Source: an optimization exercise on an open RTL-to-GDS flow (aim: small area). Production flows keep margins and buffers that such runs may drop.
Only simulation tests tie the RTL to the original design; equivalence was not proved.

==> design.v <==
package cov_mon_pkg;
  typedef enum logic [1:0] {
    IDLE  = 2'd0,
    FIRED = 2'd1,
    DRAIN = 2'd2
  } mon_state_e;
  function automatic int wdog_bit(input int num_ch);
    wdog_bit = num_ch;
  endfunction
  function automatic logic [63:0] sat_add(input logic [63:0] a,
                                          input logic [63:0] b,
                                          input logic [63:0] max_v);
    logic [64:0] sum;
    sum = {1'b0, a} + {1'b0, b};
    if (sum > {1'b0, max_v}) sat_add = max_v;
    else sat_add = sum[63:0];
  endfunction
  function automatic logic [63:0] sat_mul(input logic [63:0] a,
                                          input logic [63:0] b,
                                          input logic [63:0] max_v);
    logic [127:0] prod;
    prod = {64'd0, a} * {64'd0, b};
    if (prod > {64'd0, max_v}) sat_mul = max_v;
    else sat_mul = prod[63:0];
  endfunction
endpackage
module cov_stall_channel
#(
  parameter int COV_W       = 30,
  parameter int CNT_W       = 32,
  parameter int BASE_WAIT   = 1000,
  parameter int SCALE_SHIFT = 19
) (
  input  logic             clock,
  input  logic             reset,
  input  logic             en,
  input  logic             clr,
  input  logic [COV_W-1:0] cov_i,
  input  logic             mask_i,
  output logic             stall_i,
  output logic [CNT_W-1:0] cnt_i
);
  localparam logic [63:0] CNT_MAX = {{(64-CNT_W){1'b0}}, {CNT_W{1'b1}}};
  logic [COV_W-1:0] snap_q, snap_d;
  logic [CNT_W-1:0] cnt_q, cnt_d;
  logic [CNT_W-1:0] thr;
  always_comb begin
    thr = CNT_W'(cov_mon_pkg::sat_mul(64'(BASE_WAIT), 64'(cov_i >> SCALE_SHIFT) + 64'd1, CNT_MAX));
  end
  always_comb begin
    snap_d = snap_q;
    cnt_d  = cnt_q;
    if (clr) begin
      snap_d = cov_i;
      cnt_d  = '0;
    end else if (en) begin
      if (cov_i != snap_q) begin
        snap_d = cov_i;
        cnt_d  = '0;
      end else begin
        cnt_d = CNT_W'(cov_mon_pkg::sat_add(64'(cnt_q), 64'd1, CNT_MAX));
      end
    end
  end
  always_ff @(posedge clock) begin
    if (!reset) begin
      snap_q <= '0;
      cnt_q  <= '0;
    end else begin
      snap_q <= snap_d;
      cnt_q  <= cnt_d;
    end
  end
  assign stall_i = mask_i & (cnt_q >= thr);
  assign cnt_i   = cnt_q;
endmodule
module cov_stall_monitor
#(
  parameter int NUM_CH      = 4,
  parameter int COV_W       = 30,
  parameter int CNT_W       = 32,
  parameter int BASE_WAIT   = 1000,
  parameter int SCALE_SHIFT = 19,
  parameter int WDOG_W      = 32,
  parameter int WDOG_LIMIT  = 50000,
  parameter int HOLDOFF     = 16
) (
  input  logic                    clock,
  input  logic                    reset,
  input  logic                    en,
  input  logic [NUM_CH*COV_W-1:0] cov,
  input  logic [NUM_CH-1:0]       ch_mask,
  input  logic                    done,
  input  logic                    irq_ack,
  output logic                    irq,
  output logic [NUM_CH:0]         irq_cause,
  output logic [CNT_W-1:0]        stall_cnt_max
);
  localparam int          WB       = cov_mon_pkg::wdog_bit(NUM_CH);
  localparam int          HW       = (HOLDOFF > 1) ? $clog2(HOLDOFF) : 1;
  localparam logic [63:0] WDOG_MAX = {{(64-WDOG_W){1'b0}}, {WDOG_W{1'b1}}};
  cov_mon_pkg::mon_state_e        state_q, state_d;
  logic              irq_q, irq_d;
  logic [NUM_CH:0]   cause_q, cause_d;
  logic [HW-1:0]     hold_q, hold_d;
  logic [WDOG_W-1:0] wdog_q, wdog_d;
  logic [CNT_W-1:0]  max_q, max_d;
  logic [NUM_CH-1:0] stall;
  logic [CNT_W-1:0]  cnt [NUM_CH];
  logic              ack_ok;
  logic              clr;
  logic              wd_hit;
  assign ack_ok = en & (state_q == cov_mon_pkg::FIRED) & irq_ack;
  assign clr    = done | ack_ok;
  assign wd_hit = wdog_q >= WDOG_W'(WDOG_LIMIT);
  for (genvar i = 0; i < NUM_CH; i++) begin : g_ch
    cov_stall_channel #(
      .COV_W       (COV_W),
      .CNT_W       (CNT_W),
      .BASE_WAIT   (BASE_WAIT),
      .SCALE_SHIFT (SCALE_SHIFT)
    ) u_ch (
      .clock   (clock),
      .reset   (reset),
      .en      (en),
      .clr     (clr),
      .cov_i   (cov[i*COV_W +: COV_W]),
      .mask_i  (ch_mask[i]),
      .stall_i (stall[i]),
      .cnt_i   (cnt[i])
    );
  end
  always_comb begin
    wdog_d = wdog_q;
    if (clr) begin
      wdog_d = '0;
    end else if (en) begin
      if (state_q == cov_mon_pkg::DRAIN) wdog_d = '0;
      else wdog_d = WDOG_W'(cov_mon_pkg::sat_add(64'(wdog_q), 64'd1, WDOG_MAX));
    end
  end
  always_comb begin
    state_d = state_q;
    irq_d   = irq_q;
    cause_d = cause_q;
    hold_d  = hold_q;
    if (done) begin
      state_d = cov_mon_pkg::IDLE;
      irq_d   = 1'b0;
      cause_d = '0;
      hold_d  = '0;
    end else if (en) begin
      case (state_q)
        cov_mon_pkg::IDLE: begin
          if ((|stall) || wd_hit) begin
            state_d                 = cov_mon_pkg::FIRED;
            irq_d                   = 1'b1;
            cause_d[WB]             = wd_hit;
            cause_d[NUM_CH-1:0]     = stall;
          end
        end
        cov_mon_pkg::FIRED: begin
          if (irq_ack) begin
            irq_d = 1'b0;
            if (HOLDOFF == 0) begin
              state_d = cov_mon_pkg::IDLE;
            end else begin
              state_d = cov_mon_pkg::DRAIN;
              hold_d  = HW'(HOLDOFF - 1);
            end
          end
        end
        cov_mon_pkg::DRAIN: begin
          if (hold_q == '0) state_d = cov_mon_pkg::IDLE;
          else hold_d = hold_q - 1'b1;
        end
        default: state_d = cov_mon_pkg::IDLE;
      endcase
    end
  end
  always_comb begin
    max_d = '0;
    for (int i = 0; i < NUM_CH; i++) begin
      if (cnt[i] > max_d) max_d = cnt[i];
    end
  end
  always_ff @(posedge clock) begin
    if (!reset) begin
      state_q <= cov_mon_pkg::IDLE;
      irq_q   <= 1'b0;
      cause_q <= '0;
      hold_q  <= '0;
      wdog_q  <= '0;
      max_q   <= '0;
    end else begin
      state_q <= state_d;
      irq_q   <= irq_d;
      cause_q <= cause_d;
      hold_q  <= hold_d;
      wdog_q  <= wdog_d;
      max_q   <= max_d;
    end
  end
  assign irq           = irq_q;
  assign irq_cause     = cause_q;
  assign stall_cnt_max = max_q;
endmodule
==> run.sh <==
#!/bin/bash
# synth_recipe.tcl (not shown) runs the flow's synth.tcl, then flattens the netlist and writes it again
# the make line also repeats each setting of config.mk as NAME=value (left out here)
make -C /OpenROAD-flow-scripts/flow DESIGN_CONFIG=/design/flow/config.mk WORK_HOME=/design/flow/orfs CLKGATE_MAP_FILE= SYNTH_SCRIPT=/design/flow/synth_recipe.tcl finish
==> config.mk <==
export PLATFORM = sky130hd
export DESIGN_NAME = cov_stall_monitor
export DESIGN_NICKNAME = cov_stall_monitor
export VERILOG_FILES = /design/flow/design.v
export SDC_FILE = /design/flow/constraint.sdc
export NUM_CORES = 4
export LEC_CHECK = 0
export CAP_MARGIN = 20
export CORE_MARGIN = 2
export CORE_UTILIZATION = 40
export SLEW_MARGIN = 20
==> constraint.sdc <==
create_clock -name core_clock -period 8.5 [get_ports {clock}]
set_input_delay 1.7000 -clock core_clock [delete_from_list [all_inputs] [get_ports {clock}]]
set_output_delay 1.7000 -clock core_clock [all_outputs]
set_load 0.01 [all_outputs]
==> notes.md <==
[area by class of cell]
class                   instances  share of cell area, %
repair buffers                507                   11.2
well taps                    1040                   3.42
clock buffers                  55                   3.13
flip-flops and latches        324                   17.1
multi-input cells            2911                   61.4
clock inverters                20                  0.754
inverters                     307                   3.04
[power by group through the flow]
stage                     registers [mW]  clock network [mW]  logic, mW
final                               1.58                1.94       4.79
after global routing                1.59                2.04       5.43
after CTS                           1.58                1.99       4.77
after detailed placement            1.62                   0       4.73
after global placement              1.61                   0       4.65
after floorplan                     1.61                   0       2.98
[flip-flops by register name (all words and copies together) (netlist names)]
register	count
cause_q	5
g_ch.u_ch.cnt_q	128
g_ch.u_ch.snap_q	120
hold_q	4
irq_q	1
max_q	32
state_q	2
wdog_q	32
[path summary, 6_finish.rpt]
kind                                             from                      end  slack (ps)
setup reg to reg  g_ch[0].u_ch.cnt_q[21]$_SDFFE_PP0P_     max_q[22]$_SDFF_PN0_         460
hold / removal                cause_q[3]$_SDFFE_PP0P_  cause_q[3]$_SDFFE_PP0P_         460
hold reg to reg               cause_q[3]$_SDFFE_PP0P_  cause_q[3]$_SDFFE_PP0P_         460
setup / recovery                              cov[20]  cause_q[0]$_SDFFE_PP0P_         280
[timing repair]
| item | in CTS | in global routing |
|---|---|---|
| endpoints found under the setup margin | 7 | 39 |
| pin swaps | 1 | 13 |
| buffers inserted | 0 | 2 |
| hold buffers | 0 | 0 |
| cloned | 0 | 0 |
| gates resized for setup | 4 | 49 |
[worst reg2reg max path, delay by kind of cell (launching register included)]
family	cells	cell delay, ps
AO/OA/AOI/OAI	17	3240
AND/OR/NAND/NOR	8	2000
adder cells (fa/ha/maj)	3	930
buffers and inverters	4	760
multiplexers	3	730
flip-flops	1	340
[cell families after synthesis]
kind of cell	after synthesis	synth area share (%)
XOR/XNOR	265	7.38
buffers and inverters	511	6.19
adder cells (fa/ha/maj)	511	23.9
multiplexers	191	6.12
AO/OA/AOI/OAI	722	15.8
flip-flops	324	20.6
AND/OR/NAND/NOR	1222	20.0
[cells in the final DEF (no fill, tap or decap), types with 49 or more instances in the layout]
cell type / synthesis / layout
fa_1: 148 / 148
and3_1: 66 / 64
buf_4: 0 / 336
mux2i_1: 181 / 180
o21ai_0: 146 / 144
a21oi_1: 142 / 137
xor2_1: 122 / 119
ha_1: 363 / 360
xnor2_1: 143 / 139
clkdlybuf4s50_1: 0 / 163
nor2_1: 300 / 297
dfxtp_1: 324 / 324
nand4_1: 105 / 105
inv_1: 306 / 301
nand3_1: 149 / 146
a211oi_1: 49 / 49
nor3_1: 96 / 91
nor4_1: 63 / 58
nand2_1: 231 / 227
a21o_1: 50 / 50
[cells in the mapped netlist (all sizes together), types with 142 or more instances]
cell type  number  area [µm²]
xnor2         143        1250
dfxtp         324        6490
o21ai         146         731
a21oi         142         711
clkbuf        181         681
nand2         231         867
inv           306        1150
fa            148        2960
nor2          300        1130
mux2i         181        1810
nand3         149         746
ha            363        4540
[per-stage QoR]
stage	hold WS, ps	instance area, µm²
after floorplan	461	31500
after global placement	445	36300
after detailed placement	451	36300
after CTS	460	37800
after global routing	500	38000
final	457	38000
[layer usage]
| metal | GRT usage, % | part of all wire, % | wire length (µm) |
|---|---|---|---|
| met2 | 37.1 | 46 | 42800 |
| met3 | 3.10 | 6.4 | 5990 |
| met4 | 6.62 | 3.0 | 2830 |
| met1 | 31.3 | 45 | 42400 |
| met5 | 0 | 0 | 0 |
==> results.sh <==
export IMPL_netlist_cell_type_count=78
export IMPL_outcome="timing/DRC/antenna clean"
export IMPL_die_area_mm2=0.0809
export IMPL_antenna_found_initial=0
export IMPL_grt_pass1_wl_mm=151
export IMPL_dr_total_vias=28900
export IMPL_p_seq_share_pct=19.0
export IMPL_synthArstFlopShare_pct=0
export IMPL_seq_area_mm2=0.00649
export IMPL_p_switching_mw=3.20
export IMPL_cts_made_buffers=42
export IMPL_max_clock_freq_ghz=0.122
export IMPL_synth_edff_count=0
export IMPL_pre_cts_ws_ps=-770
export IMPL_tns_ps=0
export IMPL_drive_above_1_share_pct=12.2
export IMPL_cts_path_max_buffers=3
export IMPL_hp_class="flip-flop to flip-flop"
export IMPL_die_y_um=284
export IMPL_initial_core_util_pct=40.5
export IMPL_clk_insertion_delay_late_ps=610
export IMPL_fin_nets=4733
export IMPL_drtAntennaViolNets=0
export IMPL_crit_cells=31
export IMPL_routed_wl_mm=94.0
export IMPL_pwr_share_clk_pct=23.4
export IMPL_worstRegToRegCells=35
export IMPL_postLayoutSetupSlackWorst_ps=275
export IMPL_worst_pin_slew_ps=1100
export IMPL_dp_cells=5087
export IMPL_final_cells=5164
export IMPL_pwr_share_comb_pct=57.6
export IMPL_num_rows=102
export IMPL_cts_root_buffer="clkbuf_16"
export IMPL_cpPeakStageDelay_ps=540
export IMPL_finalMaxSlewViolations=0
export IMPL_cp_common_cell="fa_1"
export IMPL_numClockSinks=324
export IMPL_synth_flop_cell="dfxtp_1"
export IMPL_utilization_pct=49.0
export IMPL_crit_family="adder cells"
export IMPL_drtIter0Drc=2427
export IMPL_multiInputGateArea_mm2=0.0233
export IMPL_setup_violations_final=0
export IMPL_crit_path_max_fanout=3
export IMPL_finalHoldViolCount=0
export IMPL_viasPerCell=5.60
export IMPL_core_area_mm2=0.0776
export IMPL_fin_worst_skew_ps=38.8
export IMPL_ys_ff_latch=324
export IMPL_area_delta_synth_final_pct=20.9
export IMPL_finalPower_mw=8.31
export IMPL_start_kind="input pin"
export IMPL_ys_warn_count=3
export IMPL_grt_overflow=0
export IMPL_relSlewSlack_pct=26.2
export IMPL_min_period_ps=8220
export IMPL_grtUsageTotal_pct=22.8
export IMPL_slowest_stage="fa_1"
export IMPL_finalCritPeriodShare_pct=96.8
export IMPL_fp_dieW_um=284
export IMPL_required_ps=9010
export IMPL_synth_cells=3746
export IMPL_io_pins=167
export IMPL_synth_area_mm2=0.0315
export IMPL_ys_seq_area_share_pct=20.6
export IMPL_grt_max_degree=123
export IMPL_port_buffers=166
export IMPL_end_kind="flip-flop"
export IMPL_hold_path_cell_count=2
export IMPL_syn_mean_instance_area_um2=8.40
export IMPL_fill_cells=7614
export IMPL_antenna_cells=0
export IMPL_wl_per_cell_um=18.2
export IMPL_worst_ep_arrival_time_ps=8740
export IMPL_first_global_vias=27400
export IMPL_p_per_area_mw_per_mm2=219
export IMPL_internal_power_mw=5.12
export IMPL_place_gp_congestion=0.948
export IMPL_htree_levels=2
export IMPL_clk_pin_slew_ps=60
export IMPL_cts_tree="done"
export IMPL_drcViolationCount=0
export IMPL_swShare_pct=38.5
export IMPL_critPathBufInv=8
export IMPL_synth_nets=4386
export IMPL_first_pass_iters=5
export IMPL_critPathKind="input pin to flip-flop"
export IMPL_ir_drop_mv=0.221
export IMPL_p_leak_nw=16.7
export IMPL_dp_hpwl_mm=72.1
export IMPL_maxCapViolCount=0

-- afterwards: timing with drivers on the ports --
No port has a modelled driver above. Below, the same layout with a new extraction and two added sets of constraints.
Step 1: set_driving_cell puts a clkbuf_16 on clock and a buf_2 on each other input, an assumption about the parent block.
Step 2 also shifts input and output timing later by t, the mid clock arrival at the registers, as if the neighbouring blocks saw the same clock.
a / b / c = ideal ports / drivers / drivers and shift; a / b = the first two.
t, ns: 0.657
slack for setup (ns): 0.275 / 0.316 / -0.341
worst setup path at the end: input to register
worst slew at a driven data input, ns: 0.09
With both steps, setup timing fails in this run, where it was met with ideal ports. For this run, drivers alone change the setup slack by +0.041 ns; drivers and shift together by -0.616 ns.
